This design comes from an exercise in tuning for small area, a short achievable clock period and few clock cycles per item on the open sky130 flow, not from production work.
Only simulation tests tie the RTL to the original design; equivalence was not proved.

==> inputs of 01-21 <==
Design shelf_first_fit_packer, start of the top module:
module shelf_first_fit_packer (
    input  logic                         clk,
    input  logic                         rst_n,
    input  logic                         in_valid,
    output logic                         in_ready,
    input  logic                         in_op,
    input  logic [sfp_pkg::DIM_W-1:0]    in_rect_width,
    input  logic [sfp_pkg::DIM_W-1:0]    in_rect_height,
    output logic                         out_valid,
    input  logic                         out_ready,
    output logic [sfp_pkg::POS_X_W-1:0]  out_pos_x,
    output logic [sfp_pkg::POS_Y_W-1:0]  out_pos_y,
    output logic [sfp_pkg::STATUS_W-1:0] out_status,
    output logic [sfp_pkg::HGT_W-1:0]    out_sheet_height,
    input  logic                         cfg_wr_en,
    input  logic [sfp_pkg::DIM_W-1:0]    cfg_wr_data
);
    localparam int N       = 64;
    localparam int NG      = 8;             
    localparam int DW      = sfp_pkg::DIM_W;
    localparam int XW      = sfp_pkg::POS_X_W;
    localparam int YW      = sfp_pkg::POS_Y_W;
  ...
Settings: LEC_CHECK=0, ABC_CLOCK_PERIOD_IN_PS=2500, CAP_MARGIN=20, CORE_MARGIN=2, CORE_UTILIZATION=40, SLEW_MARGIN=20; clock period 7.0 ns.
run.sh (not shown) runs the stock make flow with config.mk's settings and CLKGATE_MAP_FILE= SYNTH_SCRIPT=/design/flow/synth_recipe.tcl, a recipe that flattens the netlist after the stock synthesis.
==> 11-18 (differences from 01-21) <==
--- a/flow/design.v
+++ b/flow/design.v
@@ -111,45 +111,62 @@
     begin
         if (!rst_n)
             sw_r <= DW'(1024);
         else if (cfg_wr_en)
             sw_r <= cfg_wr_data;
     end
     assign effw = (sw_r[12] && (sw_r[11:0] != '0)) ? DW'(MAX_DIM) : sw_r;
+    logic          vi;
+    logic          opi;
+    logic [DW-1:0] wi;
+    logic [DW-1:0] hi;
+    always_ff @(posedge clk or negedge rst_n)
+    begin
+        if (!rst_n)
+            vi <= 1'b0;
+        else if (!halt_r)
+            vi <= accept;
+    end
+    always_ff @(posedge clk)
+    begin
+        if (!halt_r)
+        begin
+            opi <= in_op;
+            wi  <= in_rect_width;
+            hi  <= in_rect_height;
+        end
+    end
     logic          v0;
     logic          op0;
     logic          tw0;
     logic [DW-1:0] w0;
     logic [DW-1:0] h0;
     logic [DW-1:0] thr0;      
     logic [DW-1:0] thr1;      
     logic          t1neg;     
-    logic [15:0]   wd0;       
-    logic [15:0]   thr1_in;
-    assign wd0     = 16'(effw) - 16'(w0);
-    assign thr1_in = wd0 - 16'(in_rect_width);
+    logic [DW:0]   thr1_in;
+    assign thr1_in = {1'b0, thr0} - {1'b0, wi};
     always_ff @(posedge clk or negedge rst_n)
     begin
         if (!rst_n)
             v0 <= 1'b0;
         else if (!halt_r)
-            v0 <= accept;
+            v0 <= vi;
     end
     always_ff @(posedge clk)
     begin
         if (!halt_r)
         begin
-            op0   <= in_op;
-            tw0   <= (in_rect_width == '0) || (in_rect_width > effw)
-                     || (in_rect_height > DW'(MAX_DIM));
-            w0    <= in_rect_width;
-            h0    <= in_rect_height;
-            thr0  <= effw - in_rect_width;
-            thr1  <= thr1_in[DW-1:0];
-            t1neg <= thr1_in[15];
+            op0   <= opi;
+            tw0   <= (wi == '0) || (wi > effw) || (hi > DW'(MAX_DIM));
+            w0    <= wi;
+            h0    <= hi;
+            thr0  <= effw - wi;
+            thr1  <= thr1_in[DW] ? '0 : thr1_in[DW-1:0];
+            t1neg <= thr1_in[DW];
         end
     end
     logic          v1;
     logic          op1;
     logic          tw1;
     logic [DW-1:0] w1;
     logic [DW-1:0] h1;
@@ -181,52 +198,45 @@
     begin
         for (int k = 0; k < N; k++)
         begin
             pvalid[k] = (n_r > 7'(k));
             isn[k]    = (n_r == 7'(k));
         end
     end
-    logic [N-1:0]  f0_r;
-    logic [N-1:0]  f1_r;
-    logic          scal_r;
-    always_ff @(posedge clk)
+    logic [N-1:0]  f0;
+    logic [N-1:0]  f1;
+    logic          scal;
+    logic          nclr1;     
+    assign scal  = !t1neg && ge13(h1, h0);
+    assign nclr1 = !(v1 && op1);
+    always_comb
     begin
-        if (!halt_r)
+        for (int k = 0; k < N; k++)
         begin
-            for (int k = 0; k < N; k++)
-            begin
-                f0_r[k] <= pvalid[k] && ge13(hgt[k], h0) && ge13(thr0, used[k]);
-                f1_r[k] <= pvalid[k] && ge13(hgt[k], h0) && !t1neg && ge13(thr1, used[k]);
-            end
-            scal_r <= !t1neg && ge13(h1, h0);
+            f0[k] = nclr1 && pvalid[k] && ge13(hgt[k], h0) && ge13(thr0, used[k]);
+            f1[k] = nclr1 && pvalid[k] && ge13(hgt[k], h0) && ge13(thr1, used[k]);
         end
     end
-    logic [N-1:0]  spec_r;     
-    logic          opened_r;   
-    logic          clr_r;      
+    logic [N-1:0]  fit_r;      
+    logic [N-1:0]  updu_r;     
     logic [N-1:0]  fit;
     logic [N-1:0]  pfx;
     logic [N-1:0]  fsel;
     logic          any;
     logic          go1;
     logic          place1;
     logic          clr1;
     logic          open1;
     logic [N-1:0]  upd;
     logic [N-1:0]  opn;
     always_comb
     begin
         for (int k = 0; k < N; k++)
         begin
-            if (clr_r)
-                fit[k] = 1'b0;
-            else if (spec_r[k])
-                fit[k] = opened_r ? scal_r : f1_r[k];
-            else
-                fit[k] = f0_r[k];
+            fit[k] = fit_r[k];
         end
     end
     always_comb
     begin
         logic [N-1:0] p;
         p = fit;
         for (int l = 0; l < 6; l++)
@@ -247,22 +257,20 @@
     assign open1  = place1 && !any && !n_r[6];
     assign upd    = {N{place1}} & fsel;
     assign opn    = {N{open1}} & isn;
     generate
         for (genvar k = 0; k < N; k++)
         begin : g_sh
             logic [DW-1:0] sum;
-            assign sum = add13(used[k], w1);
+            assign sum = add13(used[k] & {DW{!isn[k]}}, w1);
             always_ff @(posedge clk)
             begin
-                if (upd[k])
+                if (upd[k] || (isn[k] && !halt_r))
                     used[k] <= sum;
-                else if (opn[k])
-                    used[k] <= w1;
-                if (opn[k])
+                if (isn[k] && !halt_r)
                     hgt[k] <= h1;
             end
         end
     endgenerate
     generate
         for (genvar g = 1; g < N / NG; g++)
         begin : g_yb
@@ -287,49 +295,44 @@
         end
         else if (open1)
         begin
             n_r <= n_r + 7'd1;
             t_r <= t_r + HW'(h1);
         end
     end
-    always_ff @(posedge clk or negedge rst_n)
-    begin
-        if (!rst_n)
-        begin
-            opened_r <= 1'b0;
-            clr_r    <= 1'b0;
-        end
-        else if (!halt_r)
-        begin
-            opened_r <= open1;
-            clr_r    <= clr1;
-        end
-    end
     always_ff @(posedge clk)
     begin
         if (!halt_r)
-            spec_r <= upd | opn;
+        begin
+            updu_r  <= upd;
+            for (int k = 0; k < N; k++)
+                fit_r[k] <= upd[k] ? f1[k] : (f0[k] || (opn[k] && scal));
+        end
     end
     logic          v2;
     logic [SW-1:0] st2;
     logic [DW-1:0] w2;
     logic [HW-1:0] sh2;
     logic          pv2;       
+    logic          fit2;      
+    logic [5:0]    n2;        
     always_ff @(posedge clk or negedge rst_n)
     begin
         if (!rst_n)
             v2 <= 1'b0;
         else if (!halt_r)
             v2 <= v1;
     end
     always_ff @(posedge clk)
     begin
         if (!halt_r)
         begin
             w2 <= w1;
+            n2 <= n_r[5:0];
+            fit2 <= any;
             if (op1)
             begin
                 st2 <= sfp_pkg::ST_CLEARED;
                 sh2 <= '0;
                 pv2 <= 1'b0;
             end
             else if (tw1)
@@ -362,21 +365,22 @@
     logic [5:0]    enc;
     always_comb
     begin
         selu = '0;
         enc  = '0;
         for (int k = 0; k < N; k++)
         begin
-            selu = selu | (used[k] & {DW{spec_r[k]}});
-            enc  = enc | (6'(k) & {6{spec_r[k]}});
+            selu = selu | (used[k] & {DW{updu_r[k]}});
+            enc  = enc | (6'(k) & {6{updu_r[k]}});
         end
     end
     logic          v3;
     logic [SW-1:0] st3;
-    logic [XW-1:0] px3;
+    logic [DW-1:0] u3;
+    logic [DW-1:0] w3;
     logic [HW-1:0] sh3;
     logic [5:0]    idx3;
     always_ff @(posedge clk or negedge rst_n)
     begin
         if (!rst_n)
             v3 <= 1'b0;
         else if (!halt_r)
@@ -384,22 +388,23 @@
     end
     always_ff @(posedge clk)
     begin
         if (!halt_r)
         begin
             st3  <= st2;
             sh3  <= sh2;
-            px3  <= (st2 == sfp_pkg::ST_OLD_SHELF) ? XW'(selu - w2) : '0;
-            idx3 <= pv2 ? enc : '0;
+            u3   <= (st2 == sfp_pkg::ST_OLD_SHELF) ? selu : '0;
+            w3   <= (st2 == sfp_pkg::ST_OLD_SHELF) ? w2 : '0;
+            idx3 <= !pv2 ? '0 : fit2 ? enc : n2;
         end
     end
     logic [2:0]    grp;
     logic [2:0]    off;
     logic [YW-1:0] op [NG];
-    logic [YW-1:0] ty [4];
+    logic [YW-1:0] ty [3];
     assign grp = idx3[5:3];
     assign off = idx3[2:0];
     always_comb
     begin
         op[0] = (grp == 3'd0) ? '0 : ybase[grp];
         for (int p = 0; p < NG - 1; p++)
         begin
@@ -412,49 +417,46 @@
     always_comb
     begin
         logic [YW-1:0] s1, c1, s2, c2, s3, c3, s4, c4;
         {c1, s1} = csa(op[0], op[1], op[2]);
         {c2, s2} = csa(op[3], op[4], op[5]);
         {c3, s3} = csa(s1, c1, s2);
         {c4, s4} = csa(c2, op[6], op[7]);
-        ty[0] = s3;
-        ty[1] = c3;
-        ty[2] = s4;
-        ty[3] = c4;
+        {ty[1], ty[0]} = csa(s3, c3, s4);
+        ty[2] = c4;
     end
     logic          v4;
     logic [SW-1:0] st4;
     logic [XW-1:0] px4;
     logic [HW-1:0] sh4;
-    logic [YW-1:0] ty4 [4];
+    logic [YW-1:0] ty4 [3];
     always_ff @(posedge clk or negedge rst_n)
     begin
         if (!rst_n)
             v4 <= 1'b0;
         else if (!halt_r)
             v4 <= v3;
     end
     always_ff @(posedge clk)
     begin
         if (!halt_r)
         begin
             st4 <= st3;
-            px4 <= px3;
+            px4 <= XW'(u3 - w3);
             sh4 <= sh3;
-            for (int i = 0; i < 4; i++)
+            for (int i = 0; i < 3; i++)
                 ty4[i] <= ty[i];
         end
     end
     logic [YW-1:0] posy;
     always_comb
     begin
-        logic [YW-1:0] s1, c1, s2, c2;
+        logic [YW-1:0] s1, c1;
         {c1, s1} = csa(ty4[0], ty4[1], ty4[2]);
-        {c2, s2} = csa(s1, c1, ty4[3]);
-        posy = s2 + c2;
+        posy = s1 + c1;
     end
     logic          head_v;
     logic          skid_v;
     logic [RW-1:0] head_d;
     logic [RW-1:0] skid_d;
     logic [RW-1:0] new_d;
     logic          push;
==> flow/config.mk (replaced) <==
export PLATFORM = sky130hd
export DESIGN_NAME = shelf_first_fit_packer
export DESIGN_NICKNAME = shelf_first_fit_packer
export VERILOG_FILES = /design/flow/design.v
export SDC_FILE = /design/flow/constraint.sdc
export NUM_CORES = 4
export LEC_CHECK = 0
export CAP_MARGIN = 20
export CORE_MARGIN = 2
export CORE_UTILIZATION = 55
export SETUP_SLACK_MARGIN = 3.0
export SLEW_MARGIN = 20
==> 12-14 (differences from 01-21) <==
--- a/flow/design.v
+++ b/flow/design.v
@@ -111,45 +111,62 @@
     begin
         if (!rst_n)
             sw_r <= DW'(1024);
         else if (cfg_wr_en)
             sw_r <= cfg_wr_data;
     end
     assign effw = (sw_r[12] && (sw_r[11:0] != '0)) ? DW'(MAX_DIM) : sw_r;
+    logic          vi;
+    logic          opi;
+    logic [DW-1:0] wi;
+    logic [DW-1:0] hi;
+    always_ff @(posedge clk or negedge rst_n)
+    begin
+        if (!rst_n)
+            vi <= 1'b0;
+        else if (!halt_r)
+            vi <= accept;
+    end
+    always_ff @(posedge clk)
+    begin
+        if (!halt_r)
+        begin
+            opi <= in_op;
+            wi  <= in_rect_width;
+            hi  <= in_rect_height;
+        end
+    end
     logic          v0;
     logic          op0;
     logic          tw0;
     logic [DW-1:0] w0;
     logic [DW-1:0] h0;
     logic [DW-1:0] thr0;      
     logic [DW-1:0] thr1;      
     logic          t1neg;     
-    logic [15:0]   wd0;       
-    logic [15:0]   thr1_in;
-    assign wd0     = 16'(effw) - 16'(w0);
-    assign thr1_in = wd0 - 16'(in_rect_width);
+    logic [DW:0]   thr1_in;
+    assign thr1_in = {1'b0, thr0} - {1'b0, wi};
     always_ff @(posedge clk or negedge rst_n)
     begin
         if (!rst_n)
             v0 <= 1'b0;
         else if (!halt_r)
-            v0 <= accept;
+            v0 <= vi;
     end
     always_ff @(posedge clk)
     begin
         if (!halt_r)
         begin
-            op0   <= in_op;
-            tw0   <= (in_rect_width == '0) || (in_rect_width > effw)
-                     || (in_rect_height > DW'(MAX_DIM));
-            w0    <= in_rect_width;
-            h0    <= in_rect_height;
-            thr0  <= effw - in_rect_width;
-            thr1  <= thr1_in[DW-1:0];
-            t1neg <= thr1_in[15];
+            op0   <= opi;
+            tw0   <= (wi == '0) || (wi > effw) || (hi > DW'(MAX_DIM));
+            w0    <= wi;
+            h0    <= hi;
+            thr0  <= effw - wi;
+            thr1  <= thr1_in[DW] ? '0 : thr1_in[DW-1:0];
+            t1neg <= thr1_in[DW];
         end
     end
     logic          v1;
     logic          op1;
     logic          tw1;
     logic [DW-1:0] w1;
     logic [DW-1:0] h1;
@@ -166,14 +183,16 @@
         begin
             op1 <= op0;
             tw1 <= tw0;
             w1  <= w0;
             h1  <= h0;
         end
     end
+    logic [DW-1:0] w2;        
+    logic [DW-1:0] selu;      
     logic [6:0]    n_r;
     logic [HW-1:0] t_r;
     logic [DW-1:0] used [N];
     logic [DW-1:0] hgt  [N];
     logic [YW-1:0] ybase [1:N/NG-1];
     logic [N-1:0]  pvalid;    
     logic [N-1:0]  isn;       
@@ -181,52 +200,69 @@
     begin
         for (int k = 0; k < N; k++)
         begin
             pvalid[k] = (n_r > 7'(k));
             isn[k]    = (n_r == 7'(k));
         end
     end
-    logic [N-1:0]  f0_r;
-    logic [N-1:0]  f1_r;
-    logic          scal_r;
-    always_ff @(posedge clk)
+    logic [N-1:0]  f0;
+    logic [N-1:0]  f1;
+    logic          scal;
+    logic          nclr1;     
+    assign scal  = !t1neg && ge13(h1, h0);
+    assign nclr1 = !(v1 && op1);
+    logic [DW:0]   ta;
+    logic [DW:0]   tb;
+    logic [DW-1:0] selu_g [N/NG];
+    logic [DW-1:0] selz_g [N/NG];
+    logic [DW-1:0] newu_g [N/NG];
+    logic [N/NG-1:0] c0s;
+    logic [N/NG-1:0] c1s;
+    assign ta  = {1'b0, thr0} - {1'b0, w2};
+    assign tb  = {1'b0, thr1} - {1'b0, w2};
+    always_comb
     begin
-        if (!halt_r)
+        for (int g = 0; g < N / NG; g++)
         begin
-            for (int k = 0; k < N; k++)
-            begin
-                f0_r[k] <= pvalid[k] && ge13(hgt[k], h0) && ge13(thr0, used[k]);
-                f1_r[k] <= pvalid[k] && ge13(hgt[k], h0) && !t1neg && ge13(thr1, used[k]);
-            end
-            scal_r <= !t1neg && ge13(h1, h0);
+            selu_g[g] = '0;
+            for (int j = 0; j < NG; j++)
+                selu_g[g] = selu_g[g] | (used[g*NG+j] & {DW{tg_r[g*NG+j]}});
+            selz_g[g] = fit2 ? selu_g[g] : '0;
+            newu_g[g] = add13(selz_g[g], w2);
+            c0s[g]    = !ta[DW] && ge13(ta[DW-1:0], selz_g[g]);
+            c1s[g]    = !tb[DW] && ge13(tb[DW-1:0], selz_g[g]);
+        end
+    end
+    always_comb
+    begin
+        for (int k = 0; k < N; k++)
+        begin
+            f0[k] = nclr1 && pvalid[k] && ge13(hgt[k], h0)
+                    && (tg_r[k] ? c0s[k/NG] : ge13(thr0, used[k]));
+            f1[k] = nclr1 && pvalid[k] && ge13(hgt[k], h0)
+                    && (tg_r[k] ? c1s[k/NG] : ge13(thr1, used[k]));
         end
     end
-    logic [N-1:0]  spec_r;     
-    logic          opened_r;   
-    logic          clr_r;      
+    logic [N-1:0]  fit_r;      
+    logic [N-1:0]  tg_r;       
     logic [N-1:0]  fit;
     logic [N-1:0]  pfx;
     logic [N-1:0]  fsel;
     logic          any;
     logic          go1;
     logic          place1;
     logic          clr1;
     logic          open1;
     logic [N-1:0]  upd;
     logic [N-1:0]  opn;
     always_comb
     begin
         for (int k = 0; k < N; k++)
         begin
-            if (clr_r)
-                fit[k] = 1'b0;
-            else if (spec_r[k])
-                fit[k] = opened_r ? scal_r : f1_r[k];
-            else
-                fit[k] = f0_r[k];
+            fit[k] = fit_r[k];
         end
     end
     always_comb
     begin
         logic [N-1:0] p;
         p = fit;
         for (int l = 0; l < 6; l++)
@@ -246,23 +282,19 @@
     assign clr1   = go1 && op1;
     assign open1  = place1 && !any && !n_r[6];
     assign upd    = {N{place1}} & fsel;
     assign opn    = {N{open1}} & isn;
     generate
         for (genvar k = 0; k < N; k++)
         begin : g_sh
-            logic [DW-1:0] sum;
-            assign sum = add13(used[k], w1);
             always_ff @(posedge clk)
             begin
-                if (upd[k])
-                    used[k] <= sum;
-                else if (opn[k])
-                    used[k] <= w1;
-                if (opn[k])
+                if (tg_r[k] && !halt_r)
+                    used[k] <= newu_g[k/NG];
+                if (isn[k] && !halt_r)
                     hgt[k] <= h1;
             end
         end
     endgenerate
     generate
         for (genvar g = 1; g < N / NG; g++)
         begin : g_yb
@@ -287,49 +319,41 @@
         end
         else if (open1)
         begin
             n_r <= n_r + 7'd1;
             t_r <= t_r + HW'(h1);
         end
     end
-    always_ff @(posedge clk or negedge rst_n)
-    begin
-        if (!rst_n)
-        begin
-            opened_r <= 1'b0;
-            clr_r    <= 1'b0;
-        end
-        else if (!halt_r)
-        begin
-            opened_r <= open1;
-            clr_r    <= clr1;
-        end
-    end
     always_ff @(posedge clk)
     begin
         if (!halt_r)
-            spec_r <= upd | opn;
+        begin
+            tg_r    <= upd | opn;
+            for (int k = 0; k < N; k++)
+                fit_r[k] <= upd[k] ? f1[k] : (f0[k] || (opn[k] && scal));
+        end
     end
     logic          v2;
     logic [SW-1:0] st2;
-    logic [DW-1:0] w2;
     logic [HW-1:0] sh2;
     logic          pv2;       
+    logic          fit2;      
     always_ff @(posedge clk or negedge rst_n)
     begin
         if (!rst_n)
             v2 <= 1'b0;
         else if (!halt_r)
             v2 <= v1;
     end
     always_ff @(posedge clk)
     begin
         if (!halt_r)
         begin
             w2 <= w1;
+            fit2 <= any;
             if (op1)
             begin
                 st2 <= sfp_pkg::ST_CLEARED;
                 sh2 <= '0;
                 pv2 <= 1'b0;
             end
             else if (tw1)
@@ -354,25 +378,23 @@
             begin
                 st2 <= sfp_pkg::ST_NEW_SHELF;
                 sh2 <= t_r + HW'(h1);
                 pv2 <= 1'b1;
             end
         end
     end
-    logic [DW-1:0] selu;
     logic [5:0]    enc;
     always_comb
     begin
         selu = '0;
         enc  = '0;
+        for (int g = 0; g < N / NG; g++)
+            selu = selu | selu_g[g];
         for (int k = 0; k < N; k++)
-        begin
-            selu = selu | (used[k] & {DW{spec_r[k]}});
-            enc  = enc | (6'(k) & {6{spec_r[k]}});
-        end
+            enc = enc | (6'(k) & {6{tg_r[k]}});
     end
     logic          v3;
     logic [SW-1:0] st3;
     logic [XW-1:0] px3;
     logic [HW-1:0] sh3;
     logic [5:0]    idx3;
     always_ff @(posedge clk or negedge rst_n)
@@ -384,22 +406,22 @@
     end
     always_ff @(posedge clk)
     begin
         if (!halt_r)
         begin
             st3  <= st2;
             sh3  <= sh2;
-            px3  <= (st2 == sfp_pkg::ST_OLD_SHELF) ? XW'(selu - w2) : '0;
+            px3  <= (st2 == sfp_pkg::ST_OLD_SHELF) ? selu[XW-1:0] : '0;
             idx3 <= pv2 ? enc : '0;
         end
     end
     logic [2:0]    grp;
     logic [2:0]    off;
     logic [YW-1:0] op [NG];
-    logic [YW-1:0] ty [4];
+    logic [YW-1:0] ty [3];
     assign grp = idx3[5:3];
     assign off = idx3[2:0];
     always_comb
     begin
         op[0] = (grp == 3'd0) ? '0 : ybase[grp];
         for (int p = 0; p < NG - 1; p++)
         begin
@@ -412,49 +434,46 @@
     always_comb
     begin
         logic [YW-1:0] s1, c1, s2, c2, s3, c3, s4, c4;
         {c1, s1} = csa(op[0], op[1], op[2]);
         {c2, s2} = csa(op[3], op[4], op[5]);
         {c3, s3} = csa(s1, c1, s2);
         {c4, s4} = csa(c2, op[6], op[7]);
-        ty[0] = s3;
-        ty[1] = c3;
-        ty[2] = s4;
-        ty[3] = c4;
+        {ty[1], ty[0]} = csa(s3, c3, s4);
+        ty[2] = c4;
     end
     logic          v4;
     logic [SW-1:0] st4;
     logic [XW-1:0] px4;
     logic [HW-1:0] sh4;
-    logic [YW-1:0] ty4 [4];
+    logic [YW-1:0] ty4 [3];
     always_ff @(posedge clk or negedge rst_n)
     begin
         if (!rst_n)
             v4 <= 1'b0;
         else if (!halt_r)
             v4 <= v3;
     end
     always_ff @(posedge clk)
     begin
         if (!halt_r)
         begin
             st4 <= st3;
             px4 <= px3;
             sh4 <= sh3;
-            for (int i = 0; i < 4; i++)
+            for (int i = 0; i < 3; i++)
                 ty4[i] <= ty[i];
         end
     end
     logic [YW-1:0] posy;
     always_comb
     begin
-        logic [YW-1:0] s1, c1, s2, c2;
+        logic [YW-1:0] s1, c1;
         {c1, s1} = csa(ty4[0], ty4[1], ty4[2]);
-        {c2, s2} = csa(s1, c1, ty4[3]);
-        posy = s2 + c2;
+        posy = s1 + c1;
     end
     logic          head_v;
     logic          skid_v;
     logic [RW-1:0] head_d;
     logic [RW-1:0] skid_d;
     logic [RW-1:0] new_d;
     logic          push;
==> flow/config.mk (replaced) <==
export PLATFORM = sky130hd
export DESIGN_NAME = shelf_first_fit_packer
export DESIGN_NICKNAME = shelf_first_fit_packer
export VERILOG_FILES = /design/flow/design.v
export SDC_FILE = /design/flow/constraint.sdc
export NUM_CORES = 4
export LEC_CHECK = 0
export ABC_AREA = 1
export ABC_CLOCK_PERIOD_IN_PS = 1200
export CAP_MARGIN = 20
export CORE_MARGIN = 2
export CORE_UTILIZATION = 45
export SETUP_SLACK_MARGIN = 3.0
export SLEW_MARGIN = 30
==> notes <==
01-21 produced a clean layout. 12-14 finished clean. 11-18 ended with an error in global routing (5_1_grt). In 01-21 the via count is larger than in 12-14, by about 7%. Of 01-21 and 12-14, 12-14 has the higher fmax (gap 28%, measured against 12-14). Of 12-14 and 01-21, 01-21 has the higher non-clock buffer count (gap 170). Of 01-21 and 12-14, 12-14 has the higher final cell count (gap 0.66%, measured against 12-14).
==> figures <==
| metric | 12-14 | 01-21 | 11-18 |
|---|---|---|---|
| Fraction of the mapped netlist area in compound gates | 16.4% | 20.2% | 19.0% |
| Result of the run | finished clean | finished clean | aborted with a tool error |
| Stage where the flow stopped | - | - | global routing (5_1_grt) |
| Number of non-clock buffers | 636 | 806 | - |
| Critical path launch point type | flip-flop | flip-flop | - |
| Min setup slack post-route | 2.93 ns | 1.38 ns | - |
| Final-layout clock buffer total | 327 | 359 | - |
| Sum of buffers and inverters on the critical path | 4 | 4 | - |
| Critical path depth in cells | 10 | 14 | - |
| Post-Synth XOR/XNOR Area | 0.755% | 2.77% | 3.09% |
| Routed length on met1 | 245 mm | 319 mm | - |
| Highest routed layer | met5 | met5 | - |
| Number of well-tap cells placed | 4140 | 5405 | - |
Testbench counts of 01-21, summed over its fixed seeds: cycles 9,283, items 9,235.
Testbench counts of 11-18, summed over its fixed seeds: cycles 9,291, items 9,235.
Testbench counts of 12-14, summed over its fixed seeds: cycles 9,291, items 9,235.

re-timing with driven ports:
No port has a modelled driver above. Below, the same layouts with a new extraction and two added sets of constraints. Step 1: set_driving_cell puts a clkbuf_16 on clk and a buf_2 on each other input, an assumption about the parent block. Step 2 times the ports against the registers' clock, not the clock port: input delays grow and output delays shrink by t, the midpoint of the rising clock arrivals with the driver on. Slacks: ideal / step 1 / step 2; pairs: ideal / step 1.
run | t (ns) | setup slack, ns | clock arrival spread, ns | slew at the worst register clock pin (ns) | cell pins on the clock port's net
01-21 | 1.085 | 1.383 / 1.383 / 1.383 | 0.059 / 0.060 | 0.08 / 0.08 | 1
12-14 | 1.029 | 2.934 / 2.934 / 2.934 | 0.078 / 0.078 | 0.07 / 0.07 | 1
After both steps every run listed still meets setup and hold.
